What follows belongs to an exercise in optimizing a design on an open flow for small area, a short achievable clock period and few clock cycles per item; a production flow would make more cautious choices.
In this exercise RTL edits were held to simulation tests only and were not proved equivalent to the original.

==> inputs of trial 36 <==
Design triangle_setup_top, start of the top module:
module triangle_setup_top (
    input  logic        clk,
    input  logic        rstn,
    input  logic [31:0] i_v0_x,
    input  logic [31:0] i_v0_y,
    input  logic [31:0] i_v1_x,
    input  logic [31:0] i_v1_y,
    input  logic [31:0] i_v2_x,
    input  logic [31:0] i_v2_y,
    input  logic        i_dv,
    input  logic        i_ready,
    output logic        o_ready,
    output logic [31:0] o_bb_tl_x,
    output logic [31:0] o_bb_tl_y,
    output logic [31:0] o_bb_br_x,
    output logic [31:0] o_bb_br_y,
    output logic [31:0] o_edge_val0,
    output logic [31:0] o_edge_val1,
    output logic [31:0] o_edge_val2,
    output logic [31:0] o_edge_delta0_x,
    output logic [31:0] o_edge_delta0_y,
    output logic [31:0] o_edge_delta1_x,
    output logic [31:0] o_edge_delta1_y,
    output logic [31:0] o_edge_delta2_x,
    output logic [31:0] o_edge_delta2_y,
    output logic [31:0] o_area,
    output logic        o_dv,
    output logic        o_culled
);
==> flow/config.mk <==
export PLATFORM = sky130hd
export DESIGN_NAME = triangle_setup_top
export DESIGN_NICKNAME = triangle_setup_top
export VERILOG_FILES = /design/flow/design.v
export SDC_FILE = /design/flow/constraint.sdc
export NUM_CORES = 4
export LEC_CHECK = 0
export CAP_MARGIN = 20
export CORE_MARGIN = 2
export CORE_UTILIZATION = 30
export PLACE_DENSITY = 0.5
export SLEW_MARGIN = 20
==> flow/constraint.sdc <==
create_clock -name core_clock -period 15.0 [get_ports {clk}]
set_input_delay 3.0000 -clock core_clock [delete_from_list [all_inputs] [get_ports {clk}]]
set_output_delay 3.0000 -clock core_clock [all_outputs]
set_load 0.01 [all_outputs]
standard.sh (not shown) runs the stock make flow with config.mk's settings and CLKGATE_MAP_FILE= SYNTH_SCRIPT=/design/flow/synth_recipe.tcl, a recipe that flattens the netlist after the stock synthesis.
==> flow/flow/run.sh <==
#!/bin/bash
# The standard layout (standard synthesis unchanged), with the timing repair
# after placement, clock tree and global routing aiming for 9 ns of setup slack
# at the design's clock period.
set -euo pipefail
bash standard.sh SETUP_SLACK_MARGIN=9 finish > standard_make.log 2>&1
==> trial 84 (differences from trial 36) <==
--- a/flow/design.v
+++ b/flow/design.v
@@ -2622,28 +2622,23 @@
         .i_a   (acc_s),
         .i_b   (acc_c),
         .i_cin (acc_sub),
         .o_sum (acc_nx),
         .o_cy  (acc_cy)
     );
     logic done;
     assign done = (s2_e1 && !c_wide) || s2_e2;
-    logic [31:0] sx_a, sx_b, sy_a, sy_b, stx, sty;
-    always_comb begin
-        if (s2_a) begin
-            sx_a = c_y0;  sx_b = c_y1;  sy_a = c_x1;  sy_b = c_x0;
-        end else if (s2_e0) begin
-            sx_a = c_y1;  sx_b = c_y2;  sy_a = c_x2;  sy_b = c_x1;
-        end else begin
-            sx_a = c_y2;  sx_b = c_y0;  sy_a = c_x0;  sy_b = c_x2;
-        end
-    end
-    edge_step u_stx (.i_a(sx_a), .i_b(sx_b), .o_step(stx));
-    edge_step u_sty (.i_a(sy_a), .i_b(sy_b), .o_step(sty));
+    logic [31:0] st0x, st0y, st1x, st1y, st2x, st2y;
+    edge_step u_st0x (.i_a(c_y0), .i_b(c_y1), .o_step(st0x));
+    edge_step u_st0y (.i_a(c_x1), .i_b(c_x0), .o_step(st0y));
+    edge_step u_st1x (.i_a(c_y1), .i_b(c_y2), .o_step(st1x));
+    edge_step u_st1y (.i_a(c_x2), .i_b(c_x1), .o_step(st1y));
+    edge_step u_st2x (.i_a(c_y2), .i_b(c_y0), .o_step(st2x));
+    edge_step u_st2y (.i_a(c_x0), .i_b(c_x2), .o_step(st2y));
     always_ff @(posedge clk) begin
         if (ready_r) begin
             in_x0   <= i_v0_x;
             in_y0   <= i_v0_y;
             in_x1   <= i_v1_x;
             in_y1   <= i_v1_y;
             in_x2   <= i_v2_x;
             in_y2   <= i_v2_y;
@@ -2682,26 +2677,22 @@
                 bre_x  <= bb_br_x[25:0];
                 bre_y  <= bb_br_y[24:0];
             end
             if (s2_a && s2_valid) begin
                 tl_x <= tle_x;
                 tl_y <= tle_y;
                 br_x <= bre_x;
                 br_y <= bre_y;
-                od0x <= stx[19:0];
-                od0y <= sty[19:0];
-            end
-            if (s2_e0) begin
-                od1x <= stx[19:0];
-                od1y <= sty[19:0];
-            end
-            if (s2_e1) begin
-                od2x <= stx[19:0];
-                od2y <= sty[19:0];
+                od0x <= st0x[19:0];
+                od0y <= st0y[19:0];
+                od1x <= st1x[19:0];
+                od1y <= st1y[19:0];
+                od2x <= st2x[19:0];
+                od2y <= st2y[19:0];
             end
             if (s2_a)  area_h <= r_val[59:28];
             if (s2_e0) e0_h   <= r_val[59:28];
             if (s2_e1) e1_h   <= r_val[59:28];
         end
     end
     logic       in_v_nx, pend_nx, s1_a_nx, s1_valid_nx;
     logic [1:0] tok_nx;
==> flow/flow/run.sh (replaced) <==
#!/bin/bash
# The standard layout (standard synthesis unchanged), with the timing repair
# after placement, clock tree and global routing aiming for 10 ns of setup slack
# at the design's clock period.
set -euo pipefail
bash standard.sh SETUP_SLACK_MARGIN=10 finish > standard_make.log 2>&1
Settings changed: CELL_PAD_IN_SITES_DETAIL_PLACEMENT set to 1, CELL_PAD_IN_SITES_GLOBAL_PLACEMENT set to 2.
==> metrics.cfg <==
[final_layout]
seq_area_share_pct=24.9
multi_input_area_sq_um=78900

[yosys]
synthTopCellsByCount=inv_1, edfxtp_1, fa_1
synthMuxAreaShare_pct=2.49

[worst_hold_path]
worstHoldStart=bre_x[23]

[global_route]
grt_use_met3_pct=6.74

[sta]
min_period_ps=5940
max_clock_freq_ghz=0.168

[status]
status=complete, no violations

[end of results for trial 36]
==> metrics.cfg <==
[status]
status=complete, no violations

[sta]
min_period_ps=5750
fin_tns_setup_ps=0
max_clock_freq_ghz=0.174

[final_layout]
postLayoutCoreUtil_pct=36.5
seq_area_share_pct=23.0
comb.multi_input.count=8799

[yosys]
synthTopCellsByCount=inv_1, edfxtp_1, fa_1
synthMuxAreaShare_pct=1.63

[routing]
drtAntennaViolNets=0

[worst_hold_path]
worstHoldStart=bre_y[8]

[global_route]
grt_use_met3_pct=5.29

[end of results for trial 84]
Testbench counts of trial 36, summed over its fixed seeds: cycles 7,435, items 3,200.
Testbench counts of trial 84, summed over its fixed seeds: cycles 7,435, items 3,200.

## re-timing with driven ports
The results above use ideal ports. As a check the final layouts listed here were re-extracted and re-timed, cells and wires unchanged. Step 1 (the two cells are an assumption about what drives the block):
set clk [get_ports {clk}]
set_driving_cell -lib_cell sky130_fd_sc_hd__clkbuf_16 $clk
set_driving_cell -lib_cell sky130_fd_sc_hd__buf_2 [delete_from_list [all_inputs] $clk]
Step 2 also shifts input and output timing later by t, the mid clock arrival at the registers, as if the neighbouring blocks saw the same clock. Three values: ideal ports, drivers, drivers and shift; two values: the first two.
run | t (ns) | setup slack, ns | worst slew at a driven data input, ns | pins driven straight from the clock port
trial 36 | 0.970 | 9.061 / 9.061 / 8.225 | 0.09 | 1
trial 84 | 0.988 | 9.248 / 9.248 / 8.897 | 0.07 | 1
After both steps setup and hold are still met in every run listed. The setup slack of trial 36, which loses most, moves by 0.000 ns with the drivers and by -0.836 ns with both steps.
